This is an optimization exercise on Yosys and OpenROAD, whose aim is small area, a short achievable clock period and few clock cycles per item, not a production implementation.
No functional check of the RTL was part of any run shown here.

## flow/design.v (module list and top-level ports; edited modules follow where they fit)
// module dense_layer: 2883 lines
// module dl_fa: 10 lines
// module dl_ha: 9 lines
module dense_layer #(
    parameter int NUM_INPUTS    = 4,
    parameter int NUM_OUTPUTS   = 4,
    parameter int FP_TOTAL_BITS = 16,
    parameter int FP_FRAC_BITS  = 8
) (
    input  logic                                                      clk,
    input  logic                                                      reset,
    input  logic                                                      start,
    input  logic [NUM_INPUTS-1:0][FP_TOTAL_BITS-1:0]                  input_vector,
    input  logic [NUM_OUTPUTS-1:0][NUM_INPUTS-1:0][FP_TOTAL_BITS-1:0] weight_matrix,
    input  logic [NUM_OUTPUTS-1:0][FP_TOTAL_BITS-1:0]                 bias_vector,
    output logic [NUM_OUTPUTS-1:0][FP_TOTAL_BITS-1:0]                 layer_out,
    output logic                                                      busy,
    output logic                                                      done
);
  // ...
==> flow/run.sh <==
#!/bin/bash
# synth_recipe.tcl (not shown) runs the flow's synth.tcl, then flattens the netlist and writes it again
# the make line also repeats each setting of config.mk as NAME=value (left out here)
make -C /OpenROAD-flow-scripts/flow DESIGN_CONFIG=/design/flow/config.mk WORK_HOME=/design/flow/orfs CLKGATE_MAP_FILE= SYNTH_SCRIPT=/design/flow/synth_recipe.tcl finish
==> flow/config.mk <==
export PLATFORM = sky130hd
export DESIGN_NAME = dense_layer
export DESIGN_NICKNAME = dense_layer
export VERILOG_FILES = /design/flow/design.v
export SDC_FILE = /design/flow/constraint.sdc
export NUM_CORES = 4
export LEC_CHECK = 0
export ABC_AREA = 1
export CAP_MARGIN = 20
export CORE_MARGIN = 2
export CORE_UTILIZATION = 40
export SETUP_SLACK_MARGIN = 5
export SLEW_MARGIN = 20
export SYNTH_HIERARCHICAL = 1
export SYNTH_MINIMUM_KEEP_SIZE = 0
==> flow/constraint.sdc <==
create_clock -name core_clock -period 10.0 [get_ports {clk}]
set_input_delay 2.0000 -clock core_clock [delete_from_list [all_inputs] [get_ports {clk}]]
set_output_delay 2.0000 -clock core_clock [all_outputs]
set_load 0.01 [all_outputs]
==> reports/metrics.cfg, run 1 <==
[clock_tree]
worstSkewPairLatency_ns = 0.67
cts_resized = 0
numCtsBuffers = 74

[critical_path]
cp-endpoint = r_out[58]
cp_num_cells = 17
endpoint_kind = register
worst_path_most_repeated_cell = nand2_1

[placement]
io_buffer_count = 452
placed_area_mm2 = 0.0476

[sta]
hold_slack_ns = 0.418
fmax_mhz = 223
rsz0062_at_grt = no

[final_layout]
final_core_util_pct = 48.2
multi_input_cells = 2997
syn2layout_area_growth_pct = 19.0

[worst_hold_path]
whs_path_depth = 2
hp-class = reg2reg

[global_routing]
grt_overflow = 0
met1_usage_pct = 34.6
grt_pass1_wl_um = 213000

[synthesis]
synth_top_family_by_area = adder cells
netlist_instances = 4200
synth_edf_count = 160
synth_compound_area_share_pct = 8.08
yosys_register_bits = 670

[detailed_routing]
wl_met2_um = 66300

[status]
status = no timing/DRC/antenna violations

==> inputs of run 2 (changes only) <==
--- a/flow/design.v
+++ b/flow/design.v
@@ -1494,17 +1494,16 @@
     logic s1414;
     logic c1415;
     logic s1416;
     logic c1417;
     logic s1418;
     logic c1419;
     logic s1420;
     logic c1421;
-    logic [184:0] pipe1;
     logic s1422;
     logic c1423;
     logic s1424;
     logic c1425;
     logic s1426;
     logic c1427;
     logic s1428;
     logic c1429;
@@ -1615,16 +1614,17 @@
     logic s1534;
     logic c1535;
     logic s1536;
     logic c1537;
     logic s1538;
     logic c1539;
     logic s1540;
     logic c1541;
+    logic [125:0] pipe1;
     logic s1542;
     logic c1543;
     logic s1544;
     logic c1545;
     logic s1546;
     logic c1547;
     logic s1548;
     logic c1549;
@@ -2726,144 +2726,144 @@
     dl_fa u_s1406 (.a(1'b1), .b(c1059), .c(c1241), .s(s1406), .co(c1407));
     dl_fa u_s1408 (.a(c1243), .b(c1245), .c(c1247), .s(s1408), .co(c1409));
     dl_fa u_s1410 (.a(s1248), .b(s1250), .c(s1252), .s(s1410), .co(c1411));
     dl_fa u_s1412 (.a(pp270), .b(pp391), .c(pp406), .s(s1412), .co(c1413));
     dl_fa u_s1414 (.a(pp527), .b(pp542), .c(c1249), .s(s1414), .co(c1415));
     dl_fa u_s1416 (.a(c1251), .b(c1253), .c(s1254), .s(s1416), .co(c1417));
     dl_fa u_s1418 (.a(pp135), .b(pp271), .c(pp407), .s(s1418), .co(c1419));
     dl_ha u_s1420 (.a(pp543), .b(1'b1), .s(s1420), .co(c1421));
-    dl_fa u_s1422 (.a(pipe1[0]), .b(pipe1[1]), .c(pipe1[2]), .s(s1422), .co(c1423));
-    dl_fa u_s1424 (.a(pipe1[6]), .b(pipe1[7]), .c(pipe1[8]), .s(s1424), .co(c1425));
-    dl_fa u_s1426 (.a(pipe1[11]), .b(pipe1[12]), .c(pipe1[13]), .s(s1426), .co(c1427));
-    dl_ha u_s1428 (.a(pipe1[14]), .b(pipe1[15]), .s(s1428), .co(c1429));
-    dl_fa u_s1430 (.a(pipe1[17]), .b(pipe1[18]), .c(pipe1[19]), .s(s1430), .co(c1431));
-    dl_fa u_s1432 (.a(pipe1[20]), .b(pipe1[21]), .c(pipe1[22]), .s(s1432), .co(c1433));
-    dl_fa u_s1434 (.a(pipe1[23]), .b(pipe1[24]), .c(pipe1[25]), .s(s1434), .co(c1435));
-    dl_fa u_s1436 (.a(pipe1[26]), .b(pipe1[27]), .c(pipe1[28]), .s(s1436), .co(c1437));
-    dl_fa u_s1438 (.a(pipe1[29]), .b(pipe1[30]), .c(pipe1[31]), .s(s1438), .co(c1439));
-    dl_fa u_s1440 (.a(pipe1[32]), .b(pipe1[33]), .c(pipe1[34]), .s(s1440), .co(c1441));
-    dl_fa u_s1442 (.a(pipe1[35]), .b(pipe1[36]), .c(pipe1[37]), .s(s1442), .co(c1443));
-    dl_fa u_s1444 (.a(pipe1[38]), .b(pipe1[39]), .c(pipe1[40]), .s(s1444), .co(c1445));
-    dl_fa u_s1446 (.a(pipe1[41]), .b(pipe1[42]), .c(pipe1[43]), .s(s1446), .co(c1447));
-    dl_fa u_s1448 (.a(pipe1[44]), .b(pipe1[45]), .c(pipe1[46]), .s(s1448), .co(c1449));
-    dl_fa u_s1450 (.a(pipe1[47]), .b(pipe1[48]), .c(pipe1[49]), .s(s1450), .co(c1451));
-    dl_fa u_s1452 (.a(pipe1[50]), .b(pipe1[51]), .c(pipe1[52]), .s(s1452), .co(c1453));
-    dl_fa u_s1454 (.a(pipe1[53]), .b(pipe1[54]), .c(pipe1[55]), .s(s1454), .co(c1455));
-    dl_fa u_s1456 (.a(pipe1[56]), .b(pipe1[57]), .c(pipe1[58]), .s(s1456), .co(c1457));
-    dl_fa u_s1458 (.a(pipe1[59]), .b(pipe1[60]), .c(pipe1[61]), .s(s1458), .co(c1459));
-    dl_fa u_s1460 (.a(pipe1[62]), .b(pipe1[63]), .c(pipe1[64]), .s(s1460), .co(c1461));
-    dl_fa u_s1462 (.a(pipe1[65]), .b(pipe1[66]), .c(pipe1[67]), .s(s1462), .co(c1463));
-    dl_fa u_s1464 (.a(pipe1[68]), .b(pipe1[69]), .c(pipe1[70]), .s(s1464), .co(c1465));
-    dl_fa u_s1466 (.a(pipe1[71]), .b(pipe1[72]), .c(pipe1[73]), .s(s1466), .co(c1467));
-    dl_fa u_s1468 (.a(pipe1[74]), .b(pipe1[75]), .c(pipe1[76]), .s(s1468), .co(c1469));
-    dl_fa u_s1470 (.a(pipe1[77]), .b(pipe1[78]), .c(pipe1[79]), .s(s1470), .co(c1471));
-    dl_fa u_s1472 (.a(pipe1[80]), .b(pipe1[81]), .c(pipe1[82]), .s(s1472), .co(c1473));
-    dl_fa u_s1474 (.a(pipe1[83]), .b(pipe1[84]), .c(pipe1[85]), .s(s1474), .co(c1475));
-    dl_fa u_s1476 (.a(pipe1[86]), .b(pipe1[87]), .c(pipe1[88]), .s(s1476), .co(c1477));
-    dl_fa u_s1478 (.a(pipe1[89]), .b(pipe1[90]), .c(pipe1[91]), .s(s1478), .co(c1479));
-    dl_fa u_s1480 (.a(pipe1[92]), .b(pipe1[93]), .c(pipe1[94]), .s(s1480), .co(c1481));
-    dl_fa u_s1482 (.a(pipe1[95]), .b(pipe1[96]), .c(pipe1[97]), .s(s1482), .co(c1483));
-    dl_fa u_s1484 (.a(pipe1[98]), .b(pipe1[99]), .c(pipe1[100]), .s(s1484), .co(c1485));
-    dl_fa u_s1486 (.a(pipe1[101]), .b(pipe1[102]), .c(pipe1[103]), .s(s1486), .co(c1487));
-    dl_fa u_s1488 (.a(pipe1[104]), .b(pipe1[105]), .c(pipe1[106]), .s(s1488), .co(c1489));
-    dl_fa u_s1490 (.a(pipe1[107]), .b(pipe1[108]), .c(pipe1[109]), .s(s1490), .co(c1491));
-    dl_fa u_s1492 (.a(pipe1[110]), .b(pipe1[111]), .c(pipe1[112]), .s(s1492), .co(c1493));
-    dl_fa u_s1494 (.a(pipe1[113]), .b(pipe1[114]), .c(pipe1[115]), .s(s1494), .co(c1495));
-    dl_fa u_s1496 (.a(pipe1[116]), .b(pipe1[117]), .c(pipe1[118]), .s(s1496), .co(c1497));
-    dl_fa u_s1498 (.a(pipe1[119]), .b(pipe1[120]), .c(pipe1[121]), .s(s1498), .co(c1499));
-    dl_fa u_s1500 (.a(pipe1[122]), .b(pipe1[123]), .c(pipe1[124]), .s(s1500), .co(c1501));
-    dl_fa u_s1502 (.a(pipe1[125]), .b(pipe1[126]), .c(pipe1[127]), .s(s1502), .co(c1503));
-    dl_fa u_s1504 (.a(pipe1[128]), .b(pipe1[129]), .c(pipe1[130]), .s(s1504), .co(c1505));
-    dl_fa u_s1506 (.a(pipe1[131]), .b(pipe1[132]), .c(pipe1[133]), .s(s1506), .co(c1507));
-    dl_fa u_s1508 (.a(pipe1[134]), .b(pipe1[135]), .c(pipe1[136]), .s(s1508), .co(c1509));
-    dl_fa u_s1510 (.a(pipe1[137]), .b(pipe1[138]), .c(pipe1[139]), .s(s1510), .co(c1511));
-    dl_fa u_s1512 (.a(pipe1[140]), .b(pipe1[141]), .c(pipe1[142]), .s(s1512), .co(c1513));
-    dl_fa u_s1514 (.a(pipe1[143]), .b(pipe1[144]), .c(pipe1[145]), .s(s1514), .co(c1515));
-    dl_fa u_s1516 (.a(pipe1[146]), .b(pipe1[147]), .c(pipe1[148]), .s(s1516), .co(c1517));
-    dl_fa u_s1518 (.a(pipe1[149]), .b(pipe1[150]), .c(pipe1[151]), .s(s1518), .co(c1519));
-    dl_fa u_s1520 (.a(pipe1[152]), .b(pipe1[153]), .c(pipe1[154]), .s(s1520), .co(c1521));
-    dl_fa u_s1522 (.a(pipe1[155]), .b(pipe1[156]), .c(pipe1[157]), .s(s1522), .co(c1523));
-    dl_fa u_s1524 (.a(pipe1[158]), .b(pipe1[159]), .c(pipe1[160]), .s(s1524), .co(c1525));
-    dl_fa u_s1526 (.a(pipe1[161]), .b(pipe1[162]), .c(pipe1[163]), .s(s1526), .co(c1527));
-    dl_fa u_s1528 (.a(pipe1[164]), .b(pipe1[165]), .c(pipe1[166]), .s(s1528), .co(c1529));
-    dl_fa u_s1530 (.a(pipe1[167]), .b(pipe1[168]), .c(pipe1[169]), .s(s1530), .co(c1531));
-    dl_fa u_s1532 (.a(pipe1[170]), .b(pipe1[171]), .c(pipe1[172]), .s(s1532), .co(c1533));
-    dl_fa u_s1534 (.a(pipe1[173]), .b(pipe1[174]), .c(pipe1[175]), .s(s1534), .co(c1535));
-    dl_fa u_s1536 (.a(pipe1[176]), .b(pipe1[177]), .c(pipe1[178]), .s(s1536), .co(c1537));
-    dl_fa u_s1538 (.a(pipe1[179]), .b(pipe1[180]), .c(pipe1[181]), .s(s1538), .co(c1539));
-    dl_fa u_s1540 (.a(pipe1[182]), .b(pipe1[183]), .c(pipe1[184]), .s(s1540), .co(c1541));
-    dl_ha u_s1542 (.a(pipe1[3]), .b(pipe1[4]), .s(s1542), .co(c1543));
-    dl_fa u_s1544 (.a(pipe1[9]), .b(pipe1[10]), .c(c1423), .s(s1544), .co(c1545));
-    dl_fa u_s1546 (.a(pipe1[16]), .b(c1425), .c(s1426), .s(s1546), .co(c1547));
-    dl_fa u_s1548 (.a(c1427), .b(c1429), .c(s1430), .s(s1548), .co(c1549));
-    dl_fa u_s1550 (.a(c1431), .b(c1433), .c(s1434), .s(s1550), .co(c1551));
-    dl_fa u_s1552 (.a(c1435), .b(c1437), .c(s1438), .s(s1552), .co(c1553));
-    dl_fa u_s1554 (.a(c1439), .b(c1441), .c(s1442), .s(s1554), .co(c1555));
-    dl_fa u_s1556 (.a(c1443), .b(c1445), .c(s1446), .s(s1556), .co(c1557));
-    dl_fa u_s1558 (.a(c1447), .b(c1449), .c(s1450), .s(s1558), .co(c1559));
-    dl_fa u_s1560 (.a(c1451), .b(c1453), .c(s1454), .s(s1560), .co(c1561));
-    dl_fa u_s1562 (.a(c1455), .b(c1457), .c(s1458), .s(s1562), .co(c1563));
-    dl_fa u_s1564 (.a(c1459), .b(c1461), .c(s1462), .s(s1564), .co(c1565));
-    dl_fa u_s1566 (.a(c1463), .b(c1465), .c(s1466), .s(s1566), .co(c1567));
-    dl_fa u_s1568 (.a(c1467), .b(c1469), .c(s1470), .s(s1568), .co(c1569));
-    dl_fa u_s1570 (.a(c1471), .b(c1473), .c(s1474), .s(s1570), .co(c1571));
-    dl_fa u_s1572 (.a(c1475), .b(c1477), .c(s1478), .s(s1572), .co(c1573));
-    dl_fa u_s1574 (.a(c1479), .b(c1481), .c(s1482), .s(s1574), .co(c1575));
-    dl_fa u_s1576 (.a(c1483), .b(c1485), .c(s1486), .s(s1576), .co(c1577));
-    dl_fa u_s1578 (.a(c1487), .b(c1489), .c(s1490), .s(s1578), .co(c1579));
-    dl_fa u_s1580 (.a(c1491), .b(c1493), .c(s1494), .s(s1580), .co(c1581));
-    dl_fa u_s1582 (.a(c1495), .b(c1497), .c(s1498), .s(s1582), .co(c1583));
-    dl_fa u_s1584 (.a(c1499), .b(c1501), .c(s1502), .s(s1584), .co(c1585));
-    dl_fa u_s1586 (.a(c1503), .b(c1505), .c(s1506), .s(s1586), .co(c1587));
-    dl_fa u_s1588 (.a(c1507), .b(c1509), .c(s1510), .s(s1588), .co(c1589));
-    dl_fa u_s1590 (.a(c1511), .b(c1513), .c(s1514), .s(s1590), .co(c1591));
-    dl_fa u_s1592 (.a(c1515), .b(c1517), .c(s1518), .s(s1592), .co(c1593));
-    dl_fa u_s1594 (.a(c1519), .b(c1521), .c(s1522), .s(s1594), .co(c1595));
-    dl_fa u_s1596 (.a(c1523), .b(c1525), .c(s1526), .s(s1596), .co(c1597));
-    dl_fa u_s1598 (.a(c1527), .b(c1529), .c(s1530), .s(s1598), .co(c1599));
-    dl_fa u_s1600 (.a(c1531), .b(c1533), .c(s1534), .s(s1600), .co(c1601));
-    dl_fa u_s1602 (.a(c1535), .b(c1537), .c(s1538), .s(s1602), .co(c1603));
-    dl_ha u_s1604 (.a(1'b1), .b(c1539), .s(s1604), .co(c1605));
-    dl_ha u_s1606 (.a(pipe1[5]), .b(s1422), .s(s1606), .co(c1607));
-    dl_fa u_s1608 (.a(s1424), .b(c1543), .c(s1544), .s(s1608), .co(c1609));
-    dl_fa u_s1610 (.a(s1428), .b(c1545), .c(s1546), .s(s1610), .co(c1611));
-    dl_fa u_s1612 (.a(s1432), .b(c1547), .c(s1548), .s(s1612), .co(c1613));
-    dl_fa u_s1614 (.a(s1436), .b(c1549), .c(s1550), .s(s1614), .co(c1615));
-    dl_fa u_s1616 (.a(s1440), .b(c1551), .c(s1552), .s(s1616), .co(c1617));
-    dl_fa u_s1618 (.a(s1444), .b(c1553), .c(s1554), .s(s1618), .co(c1619));
-    dl_fa u_s1620 (.a(s1448), .b(c1555), .c(s1556), .s(s1620), .co(c1621));
-    dl_fa u_s1622 (.a(s1452), .b(c1557), .c(s1558), .s(s1622), .co(c1623));
-    dl_fa u_s1624 (.a(s1456), .b(c1559), .c(s1560), .s(s1624), .co(c1625));
-    dl_fa u_s1626 (.a(s1460), .b(c1561), .c(s1562), .s(s1626), .co(c1627));
-    dl_fa u_s1628 (.a(s1464), .b(c1563), .c(s1564), .s(s1628), .co(c1629));
-    dl_fa u_s1630 (.a(s1468), .b(c1565), .c(s1566), .s(s1630), .co(c1631));
-    dl_fa u_s1632 (.a(s1472), .b(c1567), .c(s1568), .s(s1632), .co(c1633));
-    dl_fa u_s1634 (.a(s1476), .b(c1569), .c(s1570), .s(s1634), .co(c1635));
-    dl_fa u_s1636 (.a(s1480), .b(c1571), .c(s1572), .s(s1636), .co(c1637));
-    dl_fa u_s1638 (.a(s1484), .b(c1573), .c(s1574), .s(s1638), .co(c1639));
-    dl_fa u_s1640 (.a(s1488), .b(c1575), .c(s1576), .s(s1640), .co(c1641));
-    dl_fa u_s1642 (.a(s1492), .b(c1577), .c(s1578), .s(s1642), .co(c1643));
-    dl_fa u_s1644 (.a(s1496), .b(c1579), .c(s1580), .s(s1644), .co(c1645));
-    dl_fa u_s1646 (.a(s1500), .b(c1581), .c(s1582), .s(s1646), .co(c1647));
-    dl_fa u_s1648 (.a(s1504), .b(c1583), .c(s1584), .s(s1648), .co(c1649));
-    dl_fa u_s1650 (.a(s1508), .b(c1585), .c(s1586), .s(s1650), .co(c1651));
-    dl_fa u_s1652 (.a(s1512), .b(c1587), .c(s1588), .s(s1652), .co(c1653));
-    dl_fa u_s1654 (.a(s1516), .b(c1589), .c(s1590), .s(s1654), .co(c1655));
-    dl_fa u_s1656 (.a(s1520), .b(c1591), .c(s1592), .s(s1656), .co(c1657));
-    dl_fa u_s1658 (.a(s1524), .b(c1593), .c(s1594), .s(s1658), .co(c1659));
-    dl_fa u_s1660 (.a(s1528), .b(c1595), .c(s1596), .s(s1660), .co(c1661));
-    dl_fa u_s1662 (.a(s1532), .b(c1597), .c(s1598), .s(s1662), .co(c1663));
-    dl_fa u_s1664 (.a(s1536), .b(c1599), .c(s1600), .s(s1664), .co(c1665));
-    dl_fa u_s1666 (.a(s1540), .b(c1601), .c(s1602), .s(s1666), .co(c1667));
-    dl_fa u_s1668 (.a(c1541), .b(c1603), .c(s1604), .s(s1668), .co(c1669));
+    dl_fa u_s1422 (.a(e_neg1[0]), .b(pp273), .c(e_neg2[0]), .s(s1422), .co(c1423));
+    dl_fa u_s1424 (.a(pp2), .b(pp138), .c(pp274), .s(s1424), .co(c1425));
+    dl_fa u_s1426 (.a(pp426), .b(e_neg3[1]), .c(s1060), .s(s1426), .co(c1427));
+    dl_ha u_s1428 (.a(s1062), .b(s1258), .s(s1428), .co(c1429));
+    dl_fa u_s1430 (.a(s1064), .b(c1259), .c(c1261), .s(s1430), .co(c1431));
+    dl_fa u_s1432 (.a(s1262), .b(s1264), .c(s1266), .s(s1432), .co(c1433));
+    dl_fa u_s1434 (.a(c1263), .b(c1265), .c(c1267), .s(s1434), .co(c1435));
+    dl_fa u_s1436 (.a(s1268), .b(s1270), .c(s1272), .s(s1436), .co(c1437));
+    dl_fa u_s1438 (.a(c1269), .b(c1271), .c(c1273), .s(s1438), .co(c1439));
+    dl_fa u_s1440 (.a(s1274), .b(s1276), .c(s1278), .s(s1440), .co(c1441));
+    dl_fa u_s1442 (.a(c1275), .b(c1277), .c(c1279), .s(s1442), .co(c1443));
+    dl_fa u_s1444 (.a(s1280), .b(s1282), .c(s1284), .s(s1444), .co(c1445));
+    dl_fa u_s1446 (.a(c1281), .b(c1283), .c(c1285), .s(s1446), .co(c1447));
+    dl_fa u_s1448 (.a(s1286), .b(s1288), .c(s1290), .s(s1448), .co(c1449));
+    dl_fa u_s1450 (.a(c1287), .b(c1289), .c(c1291), .s(s1450), .co(c1451));
+    dl_fa u_s1452 (.a(s1292), .b(s1294), .c(s1296), .s(s1452), .co(c1453));
+    dl_fa u_s1454 (.a(c1293), .b(c1295), .c(c1297), .s(s1454), .co(c1455));
+    dl_fa u_s1456 (.a(s1298), .b(s1300), .c(s1302), .s(s1456), .co(c1457));
+    dl_fa u_s1458 (.a(c1299), .b(c1301), .c(c1303), .s(s1458), .co(c1459));
+    dl_fa u_s1460 (.a(s1304), .b(s1306), .c(s1308), .s(s1460), .co(c1461));
+    dl_fa u_s1462 (.a(c1305), .b(c1307), .c(c1309), .s(s1462), .co(c1463));
+    dl_fa u_s1464 (.a(s1310), .b(s1312), .c(s1314), .s(s1464), .co(c1465));
+    dl_fa u_s1466 (.a(c1311), .b(c1313), .c(c1315), .s(s1466), .co(c1467));
+    dl_fa u_s1468 (.a(s1316), .b(s1318), .c(s1320), .s(s1468), .co(c1469));
+    dl_fa u_s1470 (.a(c1317), .b(c1319), .c(c1321), .s(s1470), .co(c1471));
+    dl_fa u_s1472 (.a(s1322), .b(s1324), .c(s1326), .s(s1472), .co(c1473));
+    dl_fa u_s1474 (.a(c1323), .b(c1325), .c(c1327), .s(s1474), .co(c1475));
+    dl_fa u_s1476 (.a(s1328), .b(s1330), .c(s1332), .s(s1476), .co(c1477));
+    dl_fa u_s1478 (.a(c1329), .b(c1331), .c(c1333), .s(s1478), .co(c1479));
+    dl_fa u_s1480 (.a(s1334), .b(s1336), .c(s1338), .s(s1480), .co(c1481));
+    dl_fa u_s1482 (.a(c1335), .b(c1337), .c(c1339), .s(s1482), .co(c1483));
+    dl_fa u_s1484 (.a(s1340), .b(s1342), .c(s1344), .s(s1484), .co(c1485));
+    dl_fa u_s1486 (.a(c1341), .b(c1343), .c(c1345), .s(s1486), .co(c1487));
+    dl_fa u_s1488 (.a(s1346), .b(s1348), .c(s1350), .s(s1488), .co(c1489));
+    dl_fa u_s1490 (.a(c1347), .b(c1349), .c(c1351), .s(s1490), .co(c1491));
+    dl_fa u_s1492 (.a(s1352), .b(s1354), .c(s1356), .s(s1492), .co(c1493));
+    dl_fa u_s1494 (.a(c1353), .b(c1355), .c(c1357), .s(s1494), .co(c1495));
+    dl_fa u_s1496 (.a(s1358), .b(s1360), .c(s1362), .s(s1496), .co(c1497));
+    dl_fa u_s1498 (.a(c1359), .b(c1361), .c(c1363), .s(s1498), .co(c1499));
+    dl_fa u_s1500 (.a(s1364), .b(s1366), .c(s1368), .s(s1500), .co(c1501));
+    dl_fa u_s1502 (.a(c1365), .b(c1367), .c(c1369), .s(s1502), .co(c1503));
+    dl_fa u_s1504 (.a(s1370), .b(s1372), .c(s1374), .s(s1504), .co(c1505));
+    dl_fa u_s1506 (.a(c1371), .b(c1373), .c(c1375), .s(s1506), .co(c1507));
+    dl_fa u_s1508 (.a(s1376), .b(s1378), .c(s1380), .s(s1508), .co(c1509));
+    dl_fa u_s1510 (.a(c1377), .b(c1379), .c(c1381), .s(s1510), .co(c1511));
+    dl_fa u_s1512 (.a(s1382), .b(s1384), .c(s1386), .s(s1512), .co(c1513));
+    dl_fa u_s1514 (.a(c1383), .b(c1385), .c(c1387), .s(s1514), .co(c1515));
+    dl_fa u_s1516 (.a(s1388), .b(s1390), .c(s1392), .s(s1516), .co(c1517));
+    dl_fa u_s1518 (.a(c1389), .b(c1391), .c(c1393), .s(s1518), .co(c1519));
+    dl_fa u_s1520 (.a(s1394), .b(s1396), .c(s1398), .s(s1520), .co(c1521));
+    dl_fa u_s1522 (.a(c1395), .b(c1397), .c(c1399), .s(s1522), .co(c1523));
+    dl_fa u_s1524 (.a(s1400), .b(s1402), .c(s1404), .s(s1524), .co(c1525));
+    dl_fa u_s1526 (.a(c1401), .b(c1403), .c(c1405), .s(s1526), .co(c1527));
+    dl_fa u_s1528 (.a(s1406), .b(s1408), .c(s1410), .s(s1528), .co(c1529));
+    dl_fa u_s1530 (.a(c1407), .b(c1409), .c(c1411), .s(s1530), .co(c1531));
+    dl_fa u_s1532 (.a(s1412), .b(s1414), .c(s1416), .s(s1532), .co(c1533));
+    dl_fa u_s1534 (.a(c1255), .b(c1413), .c(c1415), .s(s1534), .co(c1535));
+    dl_fa u_s1536 (.a(c1417), .b(s1418), .c(s1420), .s(s1536), .co(c1537));
+    dl_fa u_s1538 (.a(pp136), .b(pp272), .c(pp408), .s(s1538), .co(c1539));
+    dl_fa u_s1540 (.a(pp544), .b(c1419), .c(c1421), .s(s1540), .co(c1541));
+    dl_ha u_s1542 (.a(pipe1[0]), .b(pipe1[1]), .s(s1542), .co(c1543));
+    dl_fa u_s1544 (.a(pipe1[4]), .b(pipe1[5]), .c(pipe1[6]), .s(s1544), .co(c1545));
+    dl_fa u_s1546 (.a(pipe1[8]), .b(pipe1[9]), .c(pipe1[10]), .s(s1546), .co(c1547));
+    dl_fa u_s1548 (.a(pipe1[12]), .b(pipe1[13]), .c(pipe1[14]), .s(s1548), .co(c1549));
+    dl_fa u_s1550 (.a(pipe1[16]), .b(pipe1[17]), .c(pipe1[18]), .s(s1550), .co(c1551));
+    dl_fa u_s1552 (.a(pipe1[20]), .b(pipe1[21]), .c(pipe1[22]), .s(s1552), .co(c1553));
+    dl_fa u_s1554 (.a(pipe1[24]), .b(pipe1[25]), .c(pipe1[26]), .s(s1554), .co(c1555));
+    dl_fa u_s1556 (.a(pipe1[28]), .b(pipe1[29]), .c(pipe1[30]), .s(s1556), .co(c1557));
+    dl_fa u_s1558 (.a(pipe1[32]), .b(pipe1[33]), .c(pipe1[34]), .s(s1558), .co(c1559));
+    dl_fa u_s1560 (.a(pipe1[36]), .b(pipe1[37]), .c(pipe1[38]), .s(s1560), .co(c1561));
+    dl_fa u_s1562 (.a(pipe1[40]), .b(pipe1[41]), .c(pipe1[42]), .s(s1562), .co(c1563));
+    dl_fa u_s1564 (.a(pipe1[44]), .b(pipe1[45]), .c(pipe1[46]), .s(s1564), .co(c1565));
+    dl_fa u_s1566 (.a(pipe1[48]), .b(pipe1[49]), .c(pipe1[50]), .s(s1566), .co(c1567));
+    dl_fa u_s1568 (.a(pipe1[52]), .b(pipe1[53]), .c(pipe1[54]), .s(s1568), .co(c1569));
+    dl_fa u_s1570 (.a(pipe1[56]), .b(pipe1[57]), .c(pipe1[58]), .s(s1570), .co(c1571));
+    dl_fa u_s1572 (.a(pipe1[60]), .b(pipe1[61]), .c(pipe1[62]), .s(s1572), .co(c1573));
+    dl_fa u_s1574 (.a(pipe1[64]), .b(pipe1[65]), .c(pipe1[66]), .s(s1574), .co(c1575));
+    dl_fa u_s1576 (.a(pipe1[68]), .b(pipe1[69]), .c(pipe1[70]), .s(s1576), .co(c1577));
+    dl_fa u_s1578 (.a(pipe1[72]), .b(pipe1[73]), .c(pipe1[74]), .s(s1578), .co(c1579));
+    dl_fa u_s1580 (.a(pipe1[76]), .b(pipe1[77]), .c(pipe1[78]), .s(s1580), .co(c1581));
+    dl_fa u_s1582 (.a(pipe1[80]), .b(pipe1[81]), .c(pipe1[82]), .s(s1582), .co(c1583));
+    dl_fa u_s1584 (.a(pipe1[84]), .b(pipe1[85]), .c(pipe1[86]), .s(s1584), .co(c1585));
+    dl_fa u_s1586 (.a(pipe1[88]), .b(pipe1[89]), .c(pipe1[90]), .s(s1586), .co(c1587));
+    dl_fa u_s1588 (.a(pipe1[92]), .b(pipe1[93]), .c(pipe1[94]), .s(s1588), .co(c1589));
+    dl_fa u_s1590 (.a(pipe1[96]), .b(pipe1[97]), .c(pipe1[98]), .s(s1590), .co(c1591));
+    dl_fa u_s1592 (.a(pipe1[100]), .b(pipe1[101]), .c(pipe1[102]), .s(s1592), .co(c1593));
+    dl_fa u_s1594 (.a(pipe1[104]), .b(pipe1[105]), .c(pipe1[106]), .s(s1594), .co(c1595));
+    dl_fa u_s1596 (.a(pipe1[108]), .b(pipe1[109]), .c(pipe1[110]), .s(s1596), .co(c1597));
+    dl_fa u_s1598 (.a(pipe1[112]), .b(pipe1[113]), .c(pipe1[114]), .s(s1598), .co(c1599));
+    dl_fa u_s1600 (.a(pipe1[116]), .b(pipe1[117]), .c(pipe1[118]), .s(s1600), .co(c1601));
+    dl_fa u_s1602 (.a(pipe1[120]), .b(pipe1[121]), .c(pipe1[122]), .s(s1602), .co(c1603));
+    dl_ha u_s1604 (.a(1'b1), .b(pipe1[124]), .s(s1604), .co(c1605));
+    dl_ha u_s1606 (.a(pipe1[2]), .b(pipe1[3]), .s(s1606), .co(c1607));
+    dl_fa u_s1608 (.a(pipe1[7]), .b(c1543), .c(s1544), .s(s1608), .co(c1609));
+    dl_fa u_s1610 (.a(pipe1[11]), .b(c1545), .c(s1546), .s(s1610), .co(c1611));
+    dl_fa u_s1612 (.a(pipe1[15]), .b(c1547), .c(s1548), .s(s1612), .co(c1613));
+    dl_fa u_s1614 (.a(pipe1[19]), .b(c1549), .c(s1550), .s(s1614), .co(c1615));
+    dl_fa u_s1616 (.a(pipe1[23]), .b(c1551), .c(s1552), .s(s1616), .co(c1617));
+    dl_fa u_s1618 (.a(pipe1[27]), .b(c1553), .c(s1554), .s(s1618), .co(c1619));
+    dl_fa u_s1620 (.a(pipe1[31]), .b(c1555), .c(s1556), .s(s1620), .co(c1621));
+    dl_fa u_s1622 (.a(pipe1[35]), .b(c1557), .c(s1558), .s(s1622), .co(c1623));
+    dl_fa u_s1624 (.a(pipe1[39]), .b(c1559), .c(s1560), .s(s1624), .co(c1625));
+    dl_fa u_s1626 (.a(pipe1[43]), .b(c1561), .c(s1562), .s(s1626), .co(c1627));
+    dl_fa u_s1628 (.a(pipe1[47]), .b(c1563), .c(s1564), .s(s1628), .co(c1629));
+    dl_fa u_s1630 (.a(pipe1[51]), .b(c1565), .c(s1566), .s(s1630), .co(c1631));
+    dl_fa u_s1632 (.a(pipe1[55]), .b(c1567), .c(s1568), .s(s1632), .co(c1633));
+    dl_fa u_s1634 (.a(pipe1[59]), .b(c1569), .c(s1570), .s(s1634), .co(c1635));
+    dl_fa u_s1636 (.a(pipe1[63]), .b(c1571), .c(s1572), .s(s1636), .co(c1637));
+    dl_fa u_s1638 (.a(pipe1[67]), .b(c1573), .c(s1574), .s(s1638), .co(c1639));
+    dl_fa u_s1640 (.a(pipe1[71]), .b(c1575), .c(s1576), .s(s1640), .co(c1641));
+    dl_fa u_s1642 (.a(pipe1[75]), .b(c1577), .c(s1578), .s(s1642), .co(c1643));
+    dl_fa u_s1644 (.a(pipe1[79]), .b(c1579), .c(s1580), .s(s1644), .co(c1645));
+    dl_fa u_s1646 (.a(pipe1[83]), .b(c1581), .c(s1582), .s(s1646), .co(c1647));
+    dl_fa u_s1648 (.a(pipe1[87]), .b(c1583), .c(s1584), .s(s1648), .co(c1649));
+    dl_fa u_s1650 (.a(pipe1[91]), .b(c1585), .c(s1586), .s(s1650), .co(c1651));
+    dl_fa u_s1652 (.a(pipe1[95]), .b(c1587), .c(s1588), .s(s1652), .co(c1653));
+    dl_fa u_s1654 (.a(pipe1[99]), .b(c1589), .c(s1590), .s(s1654), .co(c1655));
+    dl_fa u_s1656 (.a(pipe1[103]), .b(c1591), .c(s1592), .s(s1656), .co(c1657));
+    dl_fa u_s1658 (.a(pipe1[107]), .b(c1593), .c(s1594), .s(s1658), .co(c1659));
+    dl_fa u_s1660 (.a(pipe1[111]), .b(c1595), .c(s1596), .s(s1660), .co(c1661));
+    dl_fa u_s1662 (.a(pipe1[115]), .b(c1597), .c(s1598), .s(s1662), .co(c1663));
+    dl_fa u_s1664 (.a(pipe1[119]), .b(c1599), .c(s1600), .s(s1664), .co(c1665));
+    dl_fa u_s1666 (.a(pipe1[123]), .b(c1601), .c(s1602), .s(s1666), .co(c1667));
+    dl_fa u_s1668 (.a(pipe1[125]), .b(c1603), .c(s1604), .s(s1668), .co(c1669));
     assign fa_a = {1'b1, c1605, c1667, c1665, c1663, c1661, c1659, c1657, c1655, c1653, c1651, c1649, c1647, c1645, c1643, c1641, c1639, c1637, c1635, c1633, c1631, c1629, c1627, c1625, c1623, c1621, c1619, c1617, c1615, c1613, c1611, c1609, c1607, s1542};
     assign fa_b = {1'b0, c1669, s1668, s1666, s1664, s1662, s1660, s1658, s1656, s1654, s1652, s1650, s1648, s1646, s1644, s1642, s1640, s1638, s1636, s1634, s1632, s1630, s1628, s1626, s1624, s1622, s1620, s1618, s1616, s1614, s1612, s1610, s1608, s1606};
     always_ff @(posedge clk) begin
-        pipe1 <= {c1421, c1419, pp544, pp408, pp272, pp136, s1420, s1418, c1417, c1415, c1413, c1255, s1416, s1414, s1412, c1411, c1409, c1407, s1410, s1408, s1406, c1405, c1403, c1401, s1404, s1402, s1400, c1399, c1397, c1395, s1398, s1396, s1394, c1393, c1391, c1389, s1392, s1390, s1388, c1387, c1385, c1383, s1386, s1384, s1382, c1381, c1379, c1377, s1380, s1378, s1376, c1375, c1373, c1371, s1374, s1372, s1370, c1369, c1367, c1365, s1368, s1366, s1364, c1363, c1361, c1359, s1362, s1360, s1358, c1357, c1355, c1353, s1356, s1354, s1352, c1351, c1349, c1347, s1350, s1348, s1346, c1345, c1343, c1341, s1344, s1342, s1340, c1339, c1337, c1335, s1338, s1336, s1334, c1333, c1331, c1329, s1332, s1330, s1328, c1327, c1325, c1323, s1326, s1324, s1322, c1321, c1319, c1317, s1320, s1318, s1316, c1315, c1313, c1311, s1314, s1312, s1310, c1309, c1307, c1305, s1308, s1306, s1304, c1303, c1301, c1299, s1302, s1300, s1298, c1297, c1295, c1293, s1296, s1294, s1292, c1291, c1289, c1287, s1290, s1288, s1286, c1285, c1283, c1281, s1284, s1282, s1280, c1279, c1277, c1275, s1278, s1276, s1274, c1273, c1271, c1269, s1272, s1270, s1268, c1267, c1265, c1263, s1266, s1264, s1262, c1261, c1259, s1064, s1260, s1258, s1062, s1060, e_neg3[1], pp426, c1257, pp410, pp274, pp138, pp2, s1256, e_neg3[0], pp409, e_neg2[0], pp273, e_neg1[0]};
+        pipe1 <= {c1541, c1539, s1540, s1538, c1537, c1535, s1536, s1534, c1533, c1531, s1532, s1530, c1529, c1527, s1528, s1526, c1525, c1523, s1524, s1522, c1521, c1519, s1520, s1518, c1517, c1515, s1516, s1514, c1513, c1511, s1512, s1510, c1509, c1507, s1508, s1506, c1505, c1503, s1504, s1502, c1501, c1499, s1500, s1498, c1497, c1495, s1496, s1494, c1493, c1491, s1492, s1490, c1489, c1487, s1488, s1486, c1485, c1483, s1484, s1482, c1481, c1479, s1480, s1478, c1477, c1475, s1476, s1474, c1473, c1471, s1472, s1470, c1469, c1467, s1468, s1466, c1465, c1463, s1464, s1462, c1461, c1459, s1460, s1458, c1457, c1455, s1456, s1454, c1453, c1451, s1452, s1450, c1449, c1447, s1448, s1446, c1445, c1443, s1444, s1442, c1441, c1439, s1440, s1438, c1437, c1435, s1436, s1434, c1433, c1431, s1432, s1430, c1429, c1427, s1428, s1426, c1425, s1260, s1424, c1423, c1257, pp410, s1422, s1256, e_neg3[0], pp409};
     end
     assign sum = fa_a + fa_b;
     always_comb begin
         if (sum[33:23] == {11{sum[33]}})
             y = sum[23:8];
         else if (sum[33])
             y = 16'h8000;
         else
==> reports/metrics.cfg, run 2 <==
[status]
status = no timing/DRC/antenna violations

[critical_path]
endpoint_kind = register
worst_path_most_repeated_cell = fa_1
rr_endpoint = pipe1[83]
r2r_slack_ns = 5.51
cpPeakStageDelay_ns = 0.59
start_kind = register
rr_worst_depth = 9
cp_cell_sequence = inv_1 -> o22ai_1 -> xor2_1 -> fa_1 -> fa_1 -> fa_1 -> fa_1 -> fa_1 -> fa_1
cp-endpoint = pipe1[83]
worst-setup-path-type = reg2reg
slowest_stage = fa_1
r2r_start = e_one[2]
worstPathMaxFanout = 15
critPathRequiredTime_ns = 10.53
startpoint = e_one[2]
crit_arrival_ns = 5.02

[synthesis]
synth_top_family_by_area = adder cells
ys_async_sr_fraction_pct = 0
syn_area_per_cell_um2 = 9.94
synth_xor_area_share_pct = 12.1
yosys.area_share.simple_pct = 11.7
ys_seq_area_share_pct = 34.0
synth_cell_types = 40
netlist_instances = 4091  ; -2.6%
yosys_warnings = 7
syn_area_mm2 = 0.0407
ys_top_cells_by_count = nand2_1, fa_1, xor2_1
yosysMostFrequentCell = nand2_1
synth_mux_area_share_pct = 0.775
synthTopCellsByArea = fa_1, dfxtp_1, edfxtp_1
synth_compound_area_share_pct = 8.41  ; +0.33 points
synth-adder-area-share_pct = 28.2
netlist.area_leader.share_pct = 26.2
yosys_register_bits = 611  ; -8.8%
synthFlopType = dfxtp_1
synth_edf_count = 160  ; unchanged
synth_largest_area_cell = fa_1

[die]
dieArea_mm2 = 0.104
die_h_um = 323
fp-row-count = 116
die_w_um = 323
initial_core_util_pct = 40.5
core_mm2 = 0.100
num_io_pins = 453

[global_routing]
grt_pass1_vias = 30700
grt_max_degree = 189
grt_antenna_before_repair = 5
grt_use_total_pct = 27.8
grt_pass1_wl_um = 209000  ; -1.9%
grt_overflow = 0  ; unchanged

[clock_tree]
cts_resized = 0  ; unchanged
cts.sinks = 611
numCtsBuffers = 73  ; -1.4%
htreeDepth = 3
path_clk_slew_ns = 0.06
cts_max_path_buffers = 3
hold_buffers = 0
cts_root_buf = clkbuf_16
cts_tree = done
post_cts_buffers = 0
worstSkewPairLatency_ns = 0.68  ; about the same

[placement]
hpwlAfterDp_um = 115000
dp_cells = 5679
io_buffer_count = 452  ; unchanged
pre_cts_ws_ns = 5.57
gp_congestion = 1.04
placed_area_mm2 = 0.0461  ; -3.0%

[sta]
worst_slack_ns = 5.51
fmax_mhz = 223  ; about the same
tightest_slew_ns = 1.12
setup_viol = 0
finalCritPeriodShare_pct = 44.9
relSlewSlack_pct = 25.3
skew_ns = 0.0452
finalHoldViolCount = 0
finalSetupTns_ns = 0
slew_viol_final = 0
rsz0062_at_grt = no
min_period_ns = 4.49

[detailed_routing]
num_vias = 30500
drt_iter0_drc = 3158
ant_nets = 0
post-route-drc-count = 0
avgViaCountPerCell = 5.24
first_pass_iters = 6
drt_wl_total_um = 145000
wire_per_inst_um = 24.9

[final_layout]
final_cell_mix = nand2_1, fa_1, xor2_1
final_cell_area_mm2 = 0.0486
syn2layout_area_growth_pct = 19.6
largest_register_ffs = 126
stdcell_count = 5819
drive_above_1_share_pct = 4.42
regMostFlops = pipe1
layout_commonest_cell = nand2_1
fin_nets = 5382

[worst_hold_path]
hp-class = reg2reg
whs_path_depth = 2  ; unchanged

[flow_run]
drv_cap = 0

[run 2: cell types whose count changed after synthesis, sizes merged, moves of 2 or more]
cell	delta
dfxtp	-59
nand2	-23
inv	-20
nor2	-10
a21oi	+3
clkbuf	-3
o21ai	-3
nor3	+2
[run 2: layer usage]
metal / wire [um] / vias up / share of wire [%] / GRT usage (%)
met5: 38 / - / 0.026 / 0
met4: 9980 / 6 / 6.9 / 16.2
met3: 12900 / 325 / 8.9 / 6.43
met2: 64900 / 1560 / 45 / 43.6
met1: 57300 / 14800 / 39 / 35.3
li1: - / 13900 / - / -
[run 2: layout make-up]
cell class / count / area (um2)
fill: 9508 / 51800
multi-input combinational: 2969 / 24900
sequential: 611 / 13800
timing repair buffer: 471 / 4690
clock buffer: 99 / 2070
tap: 1357 / 1700
inverter: 273 / 1030
clock inverter: 37 / 390
antenna: 2 / 5.00
[run 2: cells by family (layout without fill, tap and decap cells)]
| kind of cell | after synthesis | in the layout |
|---|---|---|
| AOI/OAI and AO/OA | 555 | 555 |
| xor gates and xnor gates | 560 | 560 |
| adders and majority gates | 596 | 596 |
| buffers and inverters | 517 | 880 |
| DFF | 611 | 611 |
| muxes | 28 | 28 |
| other | 1 | 9 |
| and+or+nand+nor | 1223 | 1223 |
[run 2: modules after synthesis, one instance, submodules excluded]
module       cell area (um2)  times used  cells inside  flops+latches
dense_layer            29600           1          3529            611
dl_fa                   20.0         533             1              0
dl_ha                   12.5          29             1              0
[run 2: worst max-delay path: cells and delay by family (launching register included)]
family	cells	cell delay [ns]
adders and majority gates	6	3.05
buffers and inverters	1	0.42
DFF	1	0.41
xor gates and xnor gates	1	0.26
AOI/OAI and AO/OA	1	0.19
[run 2: how the worst min path moves through the flow]
stage / start / to
floorplan: e_neg[24] / pipe1[1]
global placement: wr3[13] / wr2[13]
detailed placement: wr3[34] / wr2[34]
CTS: wr3[0] / wr2[0]
global route: br1[14] / br0[14]
finish: wr2[54] / wr1[54]
[run 2: stage by stage]
| stage | hold slack, ns | utilization [%] |
|---|---|---|
| 2_1_floorplan | 0.346 | - |
| 3_3_place_gp | 0.406 | 45.9 |
| 3_5_place_dp | 0.408 | 45.9 |
| 4_1_cts | 0.417 | 48.4 |
| 5_1_grt | 0.434 | 48.4 |
| 6_report | 0.412 | 48.4 |
==> inputs of run 3 (changes only) <==
==> flow/flow/run.sh (new file) <==
#!/bin/bash
# Own flow: the standard layout (standard.sh, unchanged synthesis), with
#  - port buffers of the smallest buffer cell instead of the default delay cell,
#  - a larger setup repair margin, so timing repair works towards a shorter period.
# Every tool writes its full output under orfs/logs/; make's own output goes to flow.log here.
set -uo pipefail
MARGIN=$(cat flow/margin.txt 2>/dev/null || echo 5)
bash standard.sh finish \
  "BUFFER_PORTS_ARGS=-buffer_cell sky130_fd_sc_hd__buf_1" \
  "SETUP_SLACK_MARGIN=$MARGIN" > flow.log 2>&1
rc=$?
cp -r orfs/logs flow_logs 2>/dev/null || true
exit $rc
==> flow/flow/margin.txt (new file) <==
6
==> flow/standard.sh (new file) <==
#!/bin/bash
# synth_recipe.tcl (not shown) runs the flow's synth.tcl, then flattens the netlist and writes it again
# the make line also repeats each setting of config.mk as NAME=value (left out here)
make -C /OpenROAD-flow-scripts/flow DESIGN_CONFIG=/design/flow/config.mk WORK_HOME=/design/flow/orfs CLKGATE_MAP_FILE= SYNTH_SCRIPT=/design/flow/synth_recipe.tcl "${@:-finish}"
removed: flow/run.sh
==> reports/metrics.cfg, run 3 <==
[worst_hold_path]
min_from = wr3[43]
hp-class = reg2reg
whs_path_depth = 2  ; unchanged
worstHoldEndpoint = wr2[43]

[sta]
relSlewSlack_pct = 28.6  ; +3.3 points
skew_ns = 0.0502  ; +0.00507 ns
tightest_slew_ns = 1.07  ; -0.0500 ns
slew_viol_final = 0  ; unchanged
min_period_ns = 4.13  ; -0.362 ns
finalCritPeriodShare_pct = 41.3  ; -3.6 points
setup_viol = 0  ; unchanged
rsz0062_at_grt = yes
worst_slack_ns = 5.87  ; +0.362 ns
finalHoldViolCount = 0  ; unchanged
fmax_mhz = 242  ; +8.8%
finalSetupTns_ns = 0  ; unchanged

[synthesis]
ys_seq_area_share_pct = 34.0  ; unchanged
synth_cell_types = 40  ; unchanged
ys_async_sr_fraction_pct = 0  ; unchanged
ys_top_cells_by_count = nand2_1, fa_1, xor2_1
synth_largest_area_cell = fa_1
syn_area_mm2 = 0.0407  ; unchanged
synthFlopType = dfxtp_1
synth_edf_count = 160  ; unchanged
netlist.area_leader.share_pct = 26.2  ; unchanged
yosys_register_bits = 611  ; unchanged
netlist_instances = 4091  ; unchanged
synthTopCellsByArea = fa_1, dfxtp_1, edfxtp_1
yosys_warnings = 7  ; unchanged
syn_area_per_cell_um2 = 9.94  ; unchanged
yosysMostFrequentCell = nand2_1

[critical_path]
cpPeakStageDelay_ns = 0.64  ; +0.05 ns
worst-setup-path-type = reg2reg
r2r_start = e_one[3]
endpoint_kind = register
r2r_slack_ns = 5.87  ; +0.36 ns
crit_arrival_ns = 4.71  ; -0.31 ns
worst_path_most_repeated_cell = fa_2
rr_worst_depth = 10  ; +1
slowest_stage = fa_2
rr_endpoint = pipe1[47]
cp_cell_sequence = clkinvlp_4 -> buf_4 -> buf_4 -> o22ai_4 -> xor2_2 -> fa_2 -> fa_1 -> fa_2 -> fa_1 -> fa_2
worstPathMaxFanout = 5  ; -10
start_kind = register
critPathRequiredTime_ns = 10.58  ; +0.05 ns

[placement]
hpwlAfterDp_um = 112000  ; -2.6%
dp_cells = 5680  ; +0.018%
pre_cts_ws_ns = 5.56  ; -0.0153 ns
io_buffer_count = 452  ; unchanged
gp_congestion = 1.02  ; -2.2%

[final_layout]
fin_nets = 5675  ; +5.4%
nFillCells = 9421  ; -0.92%
layout_commonest_cell = nand2_1
regMostFlops = pipe1
seqCellArea_mm2 = 0.0139  ; +0.14%
syn2layout_area_growth_pct = 21.7
largest_register_ffs = 126  ; unchanged
stdcell_count = 6106  ; +4.9%
drive_above_1_share_pct = 15.7  ; +11 points
final_cell_mix = nand2_1, xor2_1, fa_1
multi_input_area_mm2 = 0.0257  ; +3.1%

[die]
die_h_um = 323  ; unchanged
die_w_um = 323  ; unchanged
initial_core_util_pct = 40.5  ; unchanged
dieArea_mm2 = 0.104  ; unchanged
core_mm2 = 0.100  ; unchanged
num_io_pins = 453  ; unchanged
fp-row-count = 116  ; unchanged

[clock_tree]
cts_max_path_buffers = 3  ; unchanged
worstSkewPairLatency_ns = 0.68  ; about the same
cts_root_buf = clkbuf_16
cts_tree = done
path_clk_slew_ns = 0.06  ; about the same
htreeDepth = 3  ; unchanged
numCtsBuffers = 70  ; -4.1%
cts.sinks = 611  ; unchanged

[global_routing]
grt_antenna_before_repair = 3  ; -2
grt_pass1_vias = 32200  ; +4.8%
grt_max_degree = 186  ; -1.6%
grt_pass1_wl_um = 212000  ; +1.3%
grt_use_total_pct = 28.1  ; +0.29 points
grt_overflow = 0  ; unchanged

[status]
status = no timing/DRC/antenna violations

[detailed_routing]
first_pass_iters = 5  ; -1
drt_iter0_drc = 3380  ; +7.0%
ant_nets = 0  ; unchanged
num_vias = 32200  ; +5.5%
post-route-drc-count = 0  ; unchanged
wire_per_inst_um = 24.2  ; -2.9%
drt_wl_total_um = 148000  ; +1.9%
avgViaCountPerCell = 5.27  ; +0.59%

[flow_run]
drv_cap = 0  ; unchanged

[run 3: cell count changes in the layout (fill, tap and decap cells not counted), moves of 93 or more]
cell             change
buf_4              +256
buf_1              +452
inv_1               -93
clkdlybuf4s50_1    -452
clkinvlp_4          +94
[run 3: how the worst max path moves through the flow]
stage | startpoint | to | slack, ns | cells after the start
2_1_floorplan | e_neg[6] | pipe1[63] | 6.00 | 9
3_3_place_gp | wr0[15] | pipe1[79] | 5.62 | 9
3_5_place_dp | wr0[15] | pipe1[75] | 5.56 | 9
4_1_cts | e_one[3] | pipe1[67] | 5.94 | 10
5_1_grt | wr0[21] | pipe1[67] | 5.77 | 9
6_report | e_one[3] | pipe1[47] | 5.87 | 10
[run 3: cell families (layout without fill, tap and decap cells)]
kind of cell,count (synthesis),count (layout),share of synthesized area [%]
adder cells (fa/ha/maj),596,596,28.2
flip-flops,611,611,34.0
buffers and inverters,517,1166,4.81
AO/OA/AOI/OAI,555,556,8.41
XOR/XNOR,560,560,12.1
multiplexers,28,28,0.775
other,1,9,0.00922
AND/OR/NAND/NOR,1223,1223,11.7
[run 3: per-stage QoR]
| step | area (um2) | hold slack (ns) | utilization [%] |
|---|---|---|---|
| after floorplan | 40700 | 0.346 | - |
| after CTS | 48300 | 0.415 | 48.1 |
| after detailed placement | 43300 | 0.408 | 43.1 |
| final | 49500 | 0.415 | 49.3 |
| after global routing | 49500 | 0.431 | 49.3 |
| after global placement | 43300 | 0.406 | 43.1 |
[run 3: routing by layer]
layer | wire length, um | global-route usage, % | share of wire (%) | vias to the layer above
met3 | 13900 | 6.37 | 9.4 | 420
met4 | 11400 | 17.6 | 7.7 | 0
met2 | 65800 | 44.2 | 44 | 1763
met5 | 0 | 0 | 0 | -
li1 | - | - | - | 14400
met1 | 56800 | 35.1 | 38 | 15600
[run 3: repair_timing]
| item | CTS | global route |
|---|---|---|
| gates cloned | 1 | 1 |
| setup buffers | 240 | 55 |
| pin swaps | 64 | 71 |
| gates resized for setup | 161 | 123 |
| endpoints found under the setup margin | 74 | 75 |
| hold buffers | 0 | 0 |
[run 3: area by class of cell]
cell class | instances | share of cell area (%)
Antenna cell | 2 | 0.0101
Clock buffer | 95 | 3.91
Clock inverter | 32 | 0.905
Inverter | 273 | 2.79
Multi-Input combinational cell | 2970 | 51.8
Sequential cell | 611 | 28.0
Tap cell | 1357 | 3.43
Timing Repair Buffer | 765 | 9.10
Timing Repair inverter | 1 | 0.0152
[run 3: modules after synthesis, one instance, submodules excluded]
module       area, um2  copies in the design  flops+latches
dense_layer      29600                     1            611
dl_ha             12.5                    29              0
dl_fa             20.0                   533              0
[run 3: worst max-delay path, delay by kind of cell, from the launching register on]
kind            cells  cell delay, ns
compound gates      1            0.18
xor+xnor            1            0.19
fa+ha+maj           5            2.75
buf+inv             3            0.52
flops               1            0.40

## separate check: timing with driven ports
In the flow no input, the clock included, has a driving cell. The finished layouts below were timed again as built, in two steps.
Step 1: set_driving_cell puts a clkbuf_16 on clk and a buf_2 on each other input, an assumption about the parent block.
Step 2 moves the port delays by t, midway between the first and last clock arrival at a register: inputs arrive t later, outputs are due t later. That takes back most of the time a late clock gives input paths.
Three values: no drivers, after step 1, after step 2; two values: the first two.
run	shift t [ns]	slack for setup (ns)	hold slack, ns	latest minus earliest clock arrival (ns)	slew at the worst register clock pin (ns)
run 1	0.723	5.506 / 5.506 / 5.506	0.418 / 0.418 / 0.418	0.042 / 0.042	0.07 / 0.07
run 2	0.727	5.506 / 5.506 / 5.506	0.412 / 0.412 / 0.412	0.046 / 0.046	0.07 / 0.07
run 3	0.726	5.868 / 5.868 / 5.868	0.415 / 0.415 / 0.415	0.051 / 0.051	0.07 / 0.07
After both steps setup and hold are still met in every run listed.
